Context: an optimization exercise on an open-source flow, tuned for small area and a short achievable clock period. The choices shown serve that exercise and are no tape-out recipe.
In this exercise RTL edits were held to simulation tests only and were not proved equivalent to the original.
No activity file was given, so power comes from the tool's default toggle rates.

## lane 1
// issue_unit
module issue_unit #(
   parameter int MUL_LAT = 4,
   parameter int TAG_W   = 6,
   parameter int DATA_W  = 32
) (
   input  logic              clk,
   input  logic              reset,
   input  logic [5:0]        issueint_opcode,
   input  logic [TAG_W-1:0]  issueint_rdtag,
   input  logic [DATA_W-1:0] issueint_rsdata,
   input  logic [DATA_W-1:0] issueint_rtdata,
   input  logic              issueint_ready,
   output logic              issueint_done,
   input  logic [TAG_W-1:0]  issuemul_rdtag,
   input  logic [DATA_W-1:0] issuemul_rsdata,
   input  logic [DATA_W-1:0] issuemul_rtdata,
   input  logic              issuemul_ready,
   output logic              issuemul_done,
   output logic [TAG_W-1:0]  cdb_tag,
   output logic [DATA_W-1:0] cdb_data,
   output logic              cdb_valid
);
clock: 8.0 ns
lec_check: 0
abc_clock_period_in_ps: 4000
cap_margin: 20
core_margin: 2
core_utilization: 40
setup_slack_margin: 4.3
slew_margin: 20
synth_hierarchical: 1
standard.sh (not shown) runs the stock make flow with config.mk's settings and CLKGATE_MAP_FILE= SYNTH_SCRIPT=/design/flow/synth_recipe.tcl, a recipe that flattens the netlist after the stock synthesis.
==> flow/flow/run.sh <==
#!/bin/bash
set -euo pipefail
export BUFFER_PORTS_ARGS="-buffer_cell sky130_fd_sc_hd__buf_1"
bash standard.sh > standard.log 2>&1
--- input diff lane 1..lane 2 ---
- setting CTS_BUF_LIST to sky130_fd_sc_hd__clkbuf_4 sky130_fd_sc_hd__clkbuf_8 for the first time
## What came out
From lane 1 to lane 2 the numbers moved as follows: site row count held steady; count of clock-buffer cells in the layout now larger; number of inserted filler cells in the final layout level; final-stage net count shows an increase of about 0.5%.
Going from lane 1 to lane 2, the average wire length per cell after detail routing was found to have gone down by about 1%.
Diff lane 1 and lane 2: power density normalized to cell area lower in lane 1
Wire length after detailed routing essentially unchanged between lane 2 and lane 1.
Compared to lane 1, lane 2 has number of vias after detailed routing 127 higher.
Diff lane 1 -> lane 2 | DRC marker count from the first detailed-route iteration | down by a little under 10%
Against lane 1 as the reference, lane 2 delivers a higher portion of total power attributed to the clock network.
When lane 2 is measured against lane 1, its total power draw turns out about 1.6% higher.

* * *

Another version of the RTL of issue_unit (not shown whole).
For scale: roughly 240 flip-flops, roughly 190 I/O pins, roughly 0.019 mm^2 of cells after synthesis.
==> flow/config.mk <==
export PLATFORM = sky130hd
export DESIGN_NAME = issue_unit
export DESIGN_NICKNAME = issue_unit
export VERILOG_FILES = /design/flow/design.v
export SDC_FILE = /design/flow/constraint.sdc
export NUM_CORES = 4
export LEC_CHECK = 0
export ABC_CLOCK_PERIOD_IN_PS = 4000
export CAP_MARGIN = 20
export CORE_MARGIN = 2
export CORE_UTILIZATION = 40
export PLACE_DENSITY = 0.7
export SETUP_SLACK_MARGIN = 4.6
export SLEW_MARGIN = 20
export SYNTH_HIERARCHICAL = 1
==> flow/constraint.sdc <==
create_clock -name core_clock -period 8.0 [get_ports {clk}]
set_input_delay 1.6000 -clock core_clock [delete_from_list [all_inputs] [get_ports {clk}]]
set_output_delay 1.6000 -clock core_clock [all_outputs]
set_load 0.01 [all_outputs]
Scripts as last shown in full above: flow/flow/run.sh
The starting point finished with timing, DRC and antenna clean.
Edit:
Settings changed: SETUP_SLACK_MARGIN 4.6 to 4.45.
The changed run finished with timing, DRC and antenna clean.
Die area does not change.
Worst hold slack is about the same.
Design area drops by a few percent.
Edit:
Settings changed: CORE_UTILIZATION 40 to 50.
Maximum frequency shrinks slightly; via count is higher by a few percent; utilization increases by 12 points.
Edit:
Settings changed: CORE_UTILIZATION 50 to 55, PLACE_DENSITY 0.7 to not set.
Routed wire length goes down by 1.4%.
Total power barely changes.
Clock skew fell by 16 ps.
Fmax is higher by 1.9%.
Count of clock-buffer cells in the layout rose by 2.
Via count fell by 3.4%.
Non-clock buffer count went up by 9.
Combinational power hardly moves.

* * *

== run a ==
Another version of the RTL of issue_unit (not shown whole).
Size in the first run: ~240 flip-flops, about 19000 um2 of cells after synthesis.
## issue_unit
module issue_unit #(
   parameter int MUL_LAT = 4,
   parameter int TAG_W   = 6,
   parameter int DATA_W  = 32
) (
   input  logic              clk,
   input  logic              reset,
   input  logic [5:0]        issueint_opcode,
   input  logic [TAG_W-1:0]  issueint_rdtag,
   input  logic [DATA_W-1:0] issueint_rsdata,
   input  logic [DATA_W-1:0] issueint_rtdata,
   input  logic              issueint_ready,
   output logic              issueint_done,
   input  logic [TAG_W-1:0]  issuemul_rdtag,
   input  logic [DATA_W-1:0] issuemul_rsdata,
   input  logic [DATA_W-1:0] issuemul_rtdata,
   input  logic              issuemul_ready,
   output logic              issuemul_done,
   output logic [TAG_W-1:0]  cdb_tag,
   output logic [DATA_W-1:0] cdb_data,
   output logic              cdb_valid
);
   logic              near_v;
   logic [TAG_W-1:0]  near_tag;
   logic [DATA_W-1:0] near_data;
   logic [DATA_W-1:0] alu_result;
   logic              cdb_v_q;
   logic [TAG_W-1:0]  cdb_tag_q;
   logic [DATA_W-1:0] cdb_data_q;
   logic [5:0]        op;
   logic              sel_add, sel_logic, sel_cmp;
   logic [DATA_W-1:0] a, b, bx, sum, logic_r;
   logic              cout, lt;
   assign op = issueint_opcode;
   assign a  = issueint_rsdata;
   assign b  = issueint_rtdata;
   assign sel_add   = (op[5:2] == 4'b1000) & ~(op[1] & op[0]);    
   assign sel_logic = (op[5:2] == 4'b1001);                       
   assign sel_cmp   = (op[5:1] == 5'b10101);                      
   assign bx = b ^ {DATA_W{op[1]}};
   logic [DATA_W-1:0] pg_g [0:5];
   logic [DATA_W-1:0] pg_p [0:5];
   logic [DATA_W:0]   carry;
  ...
==> flow/config.mk <==
export PLATFORM = sky130hd
export DESIGN_NAME = issue_unit
export DESIGN_NICKNAME = issue_unit
export VERILOG_FILES = /design/flow/design.v
export SDC_FILE = /design/flow/constraint.sdc
export NUM_CORES = 4
export LEC_CHECK = 0
export ABC_CLOCK_PERIOD_IN_PS = 4000
export CAP_MARGIN = 20
export CORE_MARGIN = 2
export CORE_UTILIZATION = 40
export CTS_CLUSTER_DIAMETER = 120
export CTS_CLUSTER_SIZE = 22
export PLACE_DENSITY = 0.7
export SETUP_SLACK_MARGIN = 4.45
export SLEW_MARGIN = 20
export SYNTH_HIERARCHICAL = 1
==> flow/constraint.sdc <==
create_clock -name core_clock -period 8.0 [get_ports {clk}]
set_input_delay 1.6000 -clock core_clock [delete_from_list [all_inputs] [get_ports {clk}]]
set_output_delay 1.6000 -clock core_clock [all_outputs]
set_load 0.01 [all_outputs]
Scripts as last shown in full above: flow/flow/run.sh
Run a finished all stages; the layout is clean.
#### Input delta (run b over run a)
# run a
export LEC_CHECK = 0
export ABC_CLOCK_PERIOD_IN_PS = 4000
export CAP_MARGIN = 20
export CORE_MARGIN = 2
export CORE_UTILIZATION = 40
export CTS_CLUSTER_DIAMETER = 120
export CTS_CLUSTER_SIZE = 22
export PLACE_DENSITY = 0.7
export SETUP_SLACK_MARGIN = 4.45
export SLEW_MARGIN = 20
export SYNTH_HIERARCHICAL = 1
create_clock -name core_clock -period 8.0 [get_ports {clk}]
# run b
export LEC_CHECK = 0
export ABC_CLOCK_PERIOD_IN_PS = 4000
export CAP_MARGIN = 20
export CORE_MARGIN = 2
export CORE_UTILIZATION = 40
export PLACE_DENSITY = 0.7
export SETUP_SLACK_MARGIN = 4.45
export SLEW_MARGIN = 20
export SYNTH_HIERARCHICAL = 1
create_clock -name core_clock -period 8.0 [get_ports {clk}]
==> run summary <==
- In the metrics for run b and run a, the one carrying the higher clock power is run b.
- First-pass iteration count of the detailed router in run b vs run a: down 3
- Going from run a to run b, number of buffers added for setup after CTS went down 7; sum of met2 wire segment lengths after detailed routing held; power went up about 8%; number of standard cells in the layout, taps in and fillers out went up 30.
- Measured against each other, run b and run a differ in final instance area, the higher figure coming from run b.
- Per the comparison of run b with run a, core utilization rose 0.91 points; part of the total power dissipated in sequential elements fell 2.0 points.

* * *

RTL: one of the versions met above, not the one the previous note started from.
Size: about 1,800 cells after synthesis, roughly 19,000 um2 of cells after synthesis.
Settings: LEC_CHECK=0, ABC_CLOCK_PERIOD_IN_PS=4000, CAP_MARGIN=20, CORE_MARGIN=2, CORE_UTILIZATION=40, CTS_CLUSTER_DIAMETER=120, CTS_CLUSTER_SIZE=22, PLACE_DENSITY=0.7, SETUP_SLACK_MARGIN=4.45, SLEW_MARGIN=20, SYNTH_HIERARCHICAL=1; clock period 8.0 ns.
Scripts as last shown in full above: flow/flow/run.sh
==> next run, changes <==
Settings changed: CTS_CLUSTER_DIAMETER 120 to default, CTS_CLUSTER_SIZE 22 to default, PLACE_DENSITY 0.7 to default.
Die area does not change.
Count of clock-buffer cells in the layout rose by 19.
Register-to-register slack barely changes.
==> next run, changes <==
Settings changed: PLACE_DENSITY from default to 0.7, SETUP_SLACK_MARGIN 4.45 to 4.3.
Via count came out lower slightly. Synthesized cell count is unchanged. Routed wire length decreases by a few percent. Combinational power fell slightly. Utilization goes down by 1.6 points. First-iteration DRC count came out lower by a few percent. Clock power hardly moves. Total power barely changes. Final cell count came out lower slightly. Area after synthesis does not change.
==> next run, changes <==
Settings changed: PLACE_DENSITY 0.7 to 0.85, SETUP_SLACK_MARGIN 4.3 to 4.45.
The new run finished clean.
Via count increases by a few percent.
Critical path depth stays the same.
Sequential power stays flat.
Die area does not change.
Power increases by a few percent.
Maximum frequency increases by a few percent.
Hold slack improved by 0.0082 ns.
==> next run, changes <==
Settings changed: CTS_CLUSTER_DIAMETER from default to 120, CTS_CLUSTER_SIZE from default to 22, PLACE_DENSITY 0.85 to default.
Effect:
- hold slack is about the same
- synthesized area stays the same
- final cell count shrinks by 0.58%

separate check: timing with driven ports:
The flow's constraints put no driver on any port. The routed layouts listed below were extracted and timed again, unchanged, in two steps.
Step 1 (the two cells are an assumption about what drives the block):
set clk [get_ports {clk}]
set_driving_cell -lib_cell sky130_fd_sc_hd__clkbuf_16 $clk
set_driving_cell -lib_cell sky130_fd_sc_hd__buf_2 [delete_from_list [all_inputs] $clk]
Step 2 times the ports against the registers' clock, not the clock port: input delays grow and output delays shrink by t, the midpoint of the rising clock arrivals with the driver on.
Three values: no drivers, after step 1, after step 2; two values: the first two.
| run | t (ns) | setup slack, ns | slew at the worst register clock pin (ns) | cell pins on the clock port's net |
|---|---|---|---|---|
| lane 1 | 0.639 | 4.369 / 4.321 / 3.683 | 0.07 / 0.07 | 1 |
| lane 2 | 0.674 | 4.353 / 4.345 / 3.672 | 0.07 / 0.07 | 1 |
| the first run of note 2 | 0.633 | 4.421 / 4.375 / 3.759 | 0.07 / 0.07 | 1 |
| the second run of note 2 | 0.622 | 4.400 / 4.347 / 3.725 | 0.07 / 0.07 | 1 |
| the third run of note 2 | 0.618 | 4.352 / 4.326 / 3.708 | 0.07 / 0.07 | 1 |
| the fourth run of note 2 | 0.615 | 4.422 / 4.378 / 3.794 | 0.06 / 0.06 | 1 |
| run a | 0.550 | 4.344 / 4.186 / 3.635 | 0.10 / 0.10 | 1 |
| run b | 0.619 | 4.412 / 4.359 / 3.739 | 0.07 / 0.07 | 1 |
| the first run of note 4 | 0.547 | 4.316 / 4.216 / 3.669 | 0.10 / 0.10 | 1 |
| the second run of note 4 | 0.615 | 4.328 / 4.248 / 3.632 | 0.07 / 0.07 | 1 |
| the third run of note 4 | 0.642 | 4.345 / 4.322 / 3.726 | 0.07 / 0.07 | 1 |
| the fourth run of note 4 | 0.618 | 4.422 / 4.307 / 3.689 | 0.08 / 0.08 | 1 |
| the fifth run of note 4 | 0.564 | 4.260 / 4.206 / 3.643 | 0.11 / 0.11 | 1 |
After both steps every run listed still meets setup and hold. The setup slack of the fourth run of note 4, which loses most, moves by -0.115 ns with the drivers and by -0.733 ns with both steps.
